Source: an optimization exercise on an open RTL-to-GDS flow (aim: a short achievable clock period and few clock cycles). Production flows keep margins and buffers that such runs may drop. Only simulation tests tie the RTL to the original design; equivalence was not proved. Power and IR drop assume default switching activity.

File: flow/design.v
`timescale 1ns/1ps
module cache_lines (
	input  logic         clk,
	input  logic         rst_n,
	input  logic [29:0]  addr,
	input  logic         wr_word,
	input  logic [31:0]  wdata,
	input  logic         fill,
	input  logic [127:0] fill_data,
	output logic         hit,
	output logic         dirty,
	output logic [31:0]  rdata,
	output logic [27:0]  victim_block,
	output logic [127:0] victim_data
);
	localparam int INDEX_W = 3;
	localparam int TAG_W = 25;
	localparam int LINES = 1 << INDEX_W;
	logic [127:0]       data_mem [0:LINES-1];
	logic [TAG_W-1:0]   tag_mem  [0:LINES-1];
	logic [LINES-1:0]   valid_q;
	logic [LINES-1:0]   dirty_q;
	logic [INDEX_W-1:0] idx;
	logic [TAG_W-1:0]   tag;
	logic [1:0]         word;
	assign idx = addr[4:2];
	assign tag = addr[29:5];
	assign word = addr[1:0];
	assign hit = valid_q[idx] && (tag_mem[idx] == tag);
	assign dirty = dirty_q[idx];
	assign rdata = data_mem[idx][word*32 +: 32];
	assign victim_block = {tag_mem[idx], idx};
	assign victim_data = data_mem[idx];
	always_ff @(posedge clk or negedge rst_n) begin
		if (!rst_n) begin
			valid_q <= '0;
			dirty_q <= '0;
		end else if (fill) begin
			valid_q[idx] <= 1'b1;
			dirty_q[idx] <= 1'b0;
		end else if (wr_word) begin
			dirty_q[idx] <= 1'b1;
		end
	end
	always_ff @(posedge clk) begin
		if (fill) begin
			data_mem[idx] <= fill_data;
			tag_mem[idx] <= tag;
		end else if (wr_word) begin
			data_mem[idx][word*32 +: 32] <= wdata;
		end
	end
endmodule
`timescale 1ns/1ps
module cache_ctrl (
	input  logic         clk,
	input  logic         rst_n,
	input  logic         cpu_read,
	input  logic         cpu_write,
	input  logic [29:0]  cpu_addr,
	input  logic [31:0]  cpu_wdata,
	output logic [31:0]  cpu_rdata,
	output logic         cpu_stall,
	output logic         mem_req,
	output logic         mem_write,
	output logic [27:0]  mem_block,
	output logic [127:0] mem_wdata,
	input  logic         mem_ack,
	input  logic [127:0] mem_rdata
);
	localparam logic [2:0] IDLE         = 3'd0;
	localparam logic [2:0] WB_REQ       = 3'd1;
	localparam logic [2:0] WB_RELEASE   = 3'd2;
	localparam logic [2:0] FILL_REQ     = 3'd3;
	localparam logic [2:0] FILL_RELEASE = 3'd4;
	logic [2:0]   state;
	logic [2:0]   state_next;
	logic         live;
	logic         hit;
	logic         dirty;
	logic         wr_word;
	logic         fill;
	logic [31:0]  rdata;
	logic [27:0]  victim_block;
	logic [127:0] victim_data;
	assign live = cpu_read || cpu_write;
	assign wr_word = (state == IDLE) && cpu_write && hit;
	assign fill = (state == FILL_REQ) && mem_ack;
	cache_lines u_lines (
		.clk          (clk),
		.rst_n        (rst_n),
		.addr         (cpu_addr),
		.wr_word      (wr_word),
		.wdata        (cpu_wdata),
		.fill         (fill),
		.fill_data    (mem_rdata),
		.hit          (hit),
		.dirty        (dirty),
		.rdata        (rdata),
		.victim_block (victim_block),
		.victim_data  (victim_data)
	);
	always_comb begin
		state_next = state;
		case (state)
			IDLE: begin
				if (live && !hit)
					state_next = dirty ? WB_REQ : FILL_REQ;
			end
			WB_REQ: begin
				if (mem_ack)
					state_next = WB_RELEASE;
			end
			WB_RELEASE: begin
				if (!mem_ack)
					state_next = FILL_REQ;
			end
			FILL_REQ: begin
				if (mem_ack)
					state_next = FILL_RELEASE;
			end
			FILL_RELEASE: begin
				if (!mem_ack)
					state_next = IDLE;
			end
			default: state_next = IDLE;
		endcase
	end
	always_ff @(posedge clk or negedge rst_n) begin
		if (!rst_n)
			state <= IDLE;
		else
			state <= state_next;
	end
	assign mem_req = (state == WB_REQ) || (state == FILL_REQ);
	assign mem_write = (state == WB_REQ);
	assign mem_wdata = victim_data;
	assign mem_block = (state == WB_REQ) ? victim_block : cpu_addr[29:2];
	assign cpu_rdata = rdata;
	assign cpu_stall = (state != IDLE) || (live && !hit);
endmodule
`timescale 1ns/1ps
module mem_arbiter (
	input  logic         clk,
	input  logic         rst_n,
	input  logic         p0_req,
	input  logic         p0_write,
	input  logic [27:0]  p0_block,
	input  logic [127:0] p0_wdata,
	input  logic         p1_req,
	input  logic         p1_write,
	input  logic [27:0]  p1_block,
	input  logic [127:0] p1_wdata,
	output logic         p0_ack,
	output logic         p1_ack,
	output logic [127:0] p0_rdata,
	output logic [127:0] p1_rdata,
	output logic         mem_req,
	output logic         mem_write,
	output logic [27:0]  mem_block,
	output logic [127:0] mem_wdata,
	input  logic         mem_ack,
	input  logic [127:0] mem_rdata
);
	logic [1:0] grant;
	logic       last;
	logic       pick;
	logic       sel_req;
	always_comb begin
		if (p0_req && p1_req)
			pick = ~last;
		else
			pick = p1_req;
	end
	assign sel_req = grant[1] ? p1_req : p0_req;
	always_ff @(posedge clk or negedge rst_n) begin
		if (!rst_n) begin
			grant <= 2'b00;
			last <= 1'b1;
		end else if (grant == 2'b00) begin
			if (p0_req || p1_req) begin
				grant <= pick ? 2'b10 : 2'b01;
				last <= pick;
			end
		end else if (!sel_req && !mem_ack) begin
			grant <= 2'b00;
		end
	end
	assign mem_req = sel_req && (grant != 2'b00);
	assign mem_write = grant[1] ? p1_write : p0_write;
	assign mem_block = grant[1] ? p1_block : p0_block;
	assign mem_wdata = grant[1] ? p1_wdata : p0_wdata;
	assign p0_rdata = mem_rdata;
	assign p0_ack = grant[0] && mem_ack;
	assign p1_rdata = mem_rdata;
	assign p1_ack = grant[1] && mem_ack;
endmodule
`timescale 1ns/1ps
module cache_subsystem (
	input  logic         clk,
	input  logic         rst_n,
	input  logic         port0_read,
	input  logic         port0_write,
	input  logic [29:0]  port0_addr,
	input  logic [31:0]  port0_wdata,
	output logic [31:0]  port0_rdata,
	output logic         port0_stall,
	input  logic         port1_read,
	input  logic         port1_write,
	input  logic [29:0]  port1_addr,
	input  logic [31:0]  port1_wdata,
	output logic [31:0]  port1_rdata,
	output logic         port1_stall,
	output logic         mem_req,
	output logic         mem_write,
	output logic [27:0]  mem_block,
	output logic [127:0] mem_wdata,
	input  logic         mem_ack,
	input  logic [127:0] mem_rdata
);
	logic         c0_req, c1_req;
	logic         c0_write, c1_write;
	logic [27:0]  c0_block, c1_block;
	logic [127:0] c0_wdata, c1_wdata;
	logic         c0_ack, c1_ack;
	logic [127:0] c0_rdata, c1_rdata;
	cache_ctrl u_cache0 (
		.clk       (clk),
		.rst_n     (rst_n),
		.cpu_read  (port0_read),
		.cpu_write (port0_write),
		.cpu_addr  (port0_addr),
		.cpu_wdata (port0_wdata),
		.cpu_rdata (port0_rdata),
		.cpu_stall (port0_stall),
		.mem_req   (c0_req),
		.mem_write (c0_write),
		.mem_block (c0_block),
		.mem_wdata (c0_wdata),
		.mem_ack   (c0_ack),
		.mem_rdata (c0_rdata)
	);
	cache_ctrl u_cache1 (
		.clk       (clk),
		.rst_n     (rst_n),
		.cpu_read  (port1_read),
		.cpu_write (port1_write),
		.cpu_addr  (port1_addr),
		.cpu_wdata (port1_wdata),
		.cpu_rdata (port1_rdata),
		.cpu_stall (port1_stall),
		.mem_req   (c1_req),
		.mem_write (c1_write),
		.mem_block (c1_block),
		.mem_wdata (c1_wdata),
		.mem_ack   (c1_ack),
		.mem_rdata (c1_rdata)
	);
	mem_arbiter u_arbiter (
		.clk       (clk),
		.rst_n     (rst_n),
		.p0_req    (c0_req),
		.p0_write  (c0_write),
		.p0_block  (c0_block),
		.p0_wdata  (c0_wdata),
		.p1_req    (c1_req),
		.p1_write  (c1_write),
		.p1_block  (c1_block),
		.p1_wdata  (c1_wdata),
		.p0_ack    (c0_ack),
		.p1_ack    (c1_ack),
		.p0_rdata  (c0_rdata),
		.p1_rdata  (c1_rdata),
		.mem_req   (mem_req),
		.mem_write (mem_write),
		.mem_block (mem_block),
		.mem_wdata (mem_wdata),
		.mem_ack   (mem_ack),
		.mem_rdata (mem_rdata)
	);
endmodule
File: flow/run.sh
#!/bin/bash
# synth_recipe.tcl (not shown) runs the flow's synth.tcl, then flattens the netlist and writes it again
# the make line also repeats each setting of config.mk as NAME=value (left out here)
make -C /OpenROAD-flow-scripts/flow DESIGN_CONFIG=/design/flow/config.mk WORK_HOME=/design/flow/orfs CLKGATE_MAP_FILE= SYNTH_SCRIPT=/design/flow/synth_recipe.tcl finish
File: flow/config.mk
export PLATFORM = sky130hd
export DESIGN_NAME = cache_subsystem
export DESIGN_NICKNAME = cache_subsystem
export VERILOG_FILES = /design/flow/design.v
export SDC_FILE = /design/flow/constraint.sdc
export NUM_CORES = 4
export LEC_CHECK = 0
export CAP_MARGIN = 20
export CORE_MARGIN = 2
export CORE_UTILIZATION = 40
export SLEW_MARGIN = 20
File: flow/constraint.sdc
create_clock -name core_clock -period 6.0 [get_ports {clk}]
set_input_delay 1.2000 -clock core_clock [delete_from_list [all_inputs] [get_ports {clk}]]
set_output_delay 1.2000 -clock core_clock [all_outputs]
set_load 0.01 [all_outputs]
==> reports/metrics.csv <==
stage,metric,value,unit
place,number of port buffers,482,
cts,CTS Buffer Depth,3,
cells_and_area,Util after Layout,48.7,%
floorplanning,Top Ports,483,
synth,Synth Area in XOR/XNOR,0.372,%
run_status,outcome,timing/DRC/antenna clean,
global_route,largest net degree at the start of global routing,66,
timing,setup violators final,0,
power_and_ir_drop,leak pwr,38.7,nW
place,pre-CTS worst setup slack,-203,ps
place,Post-DP Area,112000,sq um
cts,CTS buffer count,241,
setup_path,Worst R2R End,u_cache0.u_lines.data_mem[4][0],
power_and_ir_drop,Power per Cell Area,352,nW/um^2
timing,clk_skew,83.6,ps
timing,final worst slack,165,ps
cts,# hold bufs at CTS,0,
cells_and_area,share of cells above drive strength 1,21.6,%
synth,"Top FF cell, synth",edfxtp_1,
synth,Synth async-reset ratio,1.65,%
timing,Worst Max-Slew Pin Slew,1080,ps
setup_path,"Max FO, Critical Path",43,
setup_path,Arrival @ worst endpoint,4630,ps
global_route,global route overflow,0,
worst_hold_path,Worst Hold Class,in2async,
setup_path,Register-to-Register Path Depth,10,
synth,Synth Area in Compound Gates,9.77,%
floorplanning,Die Wd,501,um
route,drt wl/cell,38.8,um
route,via count,63800,
power_and_ir_drop,"Power, Total",42.2,mW
synth,post-synthesis mux area share,9.12,%
synth,Syn Area/Cell,17.2,sq um
synth,"Cell Area, Synth",98800,sq um
setup_path,critical path class,in2out,
cts,clk root buf,clkbuf_16,
floorplanning,Die Area,251000,sq um
cts,clock slew at reported path FFs,60,ps
timing,unrepaired setup endpoints after global routing,false,
synth,main combinational cell family by area after synthesis,compound AO/OA/AOI/OAI gates,
cts,H-Tree Depth,4,
setup_path,CP Capture Type,output pin,
synth,register area share after synthesis,75.4,%
run,Max-cap violations,0,
power_and_ir_drop,IR Drop Worst-Case VDD,252,uV
cells_and_area,P&R area growth vs syn,21.2,%
setup_path,critical path startpoint category,input pin,
synth,post-synth cell types,66,
setup_path,reg2reg setup slack,1770,ps
synth,Post-synth EDFFs,2448,
global_route,GR Util All Layers,30.1,%
floorplanning,Row Count,182,
place,routability congestion estimate,0.972,
global_route,initial antenna violation count,28,
synth,simple-gate share of the synthesized area,3.58,%
timing,Slew Limit Fails,0,
cts,# clock sinks,2489,
timing,setup total negative slack,0,ps
timing,upper clock frequency limit,171,MHz
timing,crit share post-route,97.2,%
synth,post-synth net total,5999,
route,Total Wirelength,388000,um
timing,relative slew slack,27.7,%
route,starting DRC count in detailed routing,9633,
synth,YS warnings,3,
synth,Synth Register Bits,2489,
route,vias per inst,6.38,
cells_and_area,nets@finish,6815,
timing,final hold viol count,0,
cts,CTS tree,yes,
synth,adder and majority cell fraction of the synthesized area,0.101,%
place,post-detail-place hpwl,262000,um
route,DRT antenna net count,0,
setup_path,reg2reg start,u_cache0.u_lines.tag_mem[4][8],
floorplanning,Initial Util,40.2,%
synth,Mapped Cells,5732,
floorplanning,die height,501,um
route,final routed DRC violation total,0,
route,Pre-antenna DRT Iters,10,
setup_path,"Req. time, crit path",4800,ps
global_route,vias in the first global route,60200,
cells_and_area,post-route cell area,120000,sq um
timing,fin crit period,5830,ps
floorplanning,CORE AREA,246000,sq um
global_route,first-pass GRT wire length,516000,um
cts,clock latency (worst-skew pair),920,ps
[repair_timing]
action                     4_1_cts  5_1_grt
setup endpoints to repair        1        1
pin swaps                        1        0
resized for setup                1        1
buffers inserted                 1        0
gates cloned                     0        0
[worst max-delay path, cell delays in order]
cell             delay [ps]
buf_6                   380
buf_12                  260
nor3b_2                 100
buf_12                  180
buf_12                  170
buf_4                   160
a22oi_1                 210
nand3_1                 210
nor2_1                  860
nor2_1                  100
buf_4                   200
clkdlybuf4s50_1         480
[how the worst max path moves through the flow]
| stage | slack [ps] | start | cells after the start | endpoint |
|---|---|---|---|---|
| after global placement | -210 | port1_addr[3] | 11 | port1_rdata[10] |
| final | 170 | port0_addr[4] | 12 | mem_wdata[118] |
| after CTS | 120 | port0_addr[3] | 14 | port0_rdata[28] |
| after floorplan | 180 | port0_addr[4] | 12 | u_cache0.u_lines.data_mem[3][32] |
| after detailed placement | -200 | port1_addr[3] | 11 | port1_rdata[10] |
| after global routing | 150 | port0_addr[3] | 14 | port0_rdata[28] |
[cells by family after synthesis]
family	count (synthesis)
flip-flops	2489
buffers and inverters	399
multiplexers	704
XOR/XNOR	42
AND/OR/NAND/NOR	754
AO/OA/AOI/OAI	1336
adder cells (fa/ha/maj)	8
[through the flow]
step | hold WS (ps) | instances
global placement | 433 | 9524
detailed placement | 441 | 9524
CTS | 444 | 9970
global route | 317 | 9973
finish | 301 | 9996
floorplan | 423 | 5732
[final cells by class]
class / count / area, sq um
Fill cell: 20400 / 126000
Inverter: 10 / 40.0
Tap cell: 3220 / 4030
Sequential cell: 2489 / 74500
Antenna cell: 26 / 65.1
Clock inverter: 129 / 1340
Clock buffer: 316 / 6440
Multi-Input combinational cell: 2844 / 23500
Timing Repair Buffer: 962 / 9860
[placed cells by master, fill, tap and decap left out, types with 128 or more instances in the layout]
cell type,count
nand2_1,190
a21oi_1,137
clkdlybuf4s50_1,466
a22oi_1,600
clkbuf_16,244
mux2_2,389
edfxtp_1,2448
a221oi_1,128
buf_4,373
nor2_1,240
mux2i_1,188
[cell usage after synthesis, types with 16 or more instances]
cell type	number	area, sq um
edfxtp_1	2448	73500
a22oi_1	600	4500
mux2_2	389	4380
clkbuf_1	265	995
nor2_1	262	983
nand2_1	191	717
mux2i_1	188	1880
a21oi_1	185	926
o21ai_0	129	646
a221oi_1	128	1120
mux4_2	117	2640
nand4_1	103	644
a22o_1	90	788
nand3_1	79	395
buf_2	58	290
buf_1	56	210
a221o_1	43	430
dfrtp_1	40	1000
o211ai_1	34	255
xnor2_1	26	228
and3_1	25	156
nor3_1	20	100
o21a_1	19	143
a31oi_1	18	113
a21o_1	16	120
xor2_1	16	140
[flip-flops by register name, indices dropped and copies added (netlist names), 3 cells and up, named ones only]
signal and flops:
u_cache1.u_lines.valid_q 8, u_cache0.u_lines.tag_mem 200, u_cache0.u_lines.data_mem 1024, u_cache0.state 3, u_cache0.u_lines.valid_q 8, u_cache1.u_lines.data_mem 1024, u_cache1.state 3, u_cache1.u_lines.tag_mem 200
[report_power, final]
part,switching [mW],internal [mW]
logic,4.67,2.61
clock network,6.63,8.40
registers,0.229,19.6
total,11.5,30.6
[metal layers]
metal / share of wire [%] / vias up / wire (um) / global-route usage, %
met3: 11 / 985 / 42700 / 5.96
met5: 0.028 / - / 110 / 0
met2: 44 / 4892 / 172000 / 45.3
li1: - / 25200 / - / -
met4: 9.3 / 16 / 36000 / 23.5
met1: 35 / 32700 / 137000 / 38.5
Testbench counts, summed over its fixed seeds: cycles 35,270.

re-timing with driven ports:
In the flow no input, the clock included, has a driving cell. The finished layout below was timed again as built, in two steps. Step 1 sets driving cells, clkbuf_16 on the clock port and buf_2 on the other inputs (assumed; they add their load-dependent delay and slew). Step 2, shift: input delay + t, output delay - t, t = (earliest + latest rising clock arrival at the registers) / 2. This alone moves slack from input paths to output paths. a / b / c = ideal / step 1 / step 2; a / b = the first two.
t (ns): 0.977
setup WS [ns]: 0.165 / 0.125 / 0.125
hold slack, ns: 0.301 / 0.340 / 0.460
After both steps setup and hold are still met in this run. The setup slack of this run moves by -0.040 ns with the drivers and by -0.040 ns with both steps.
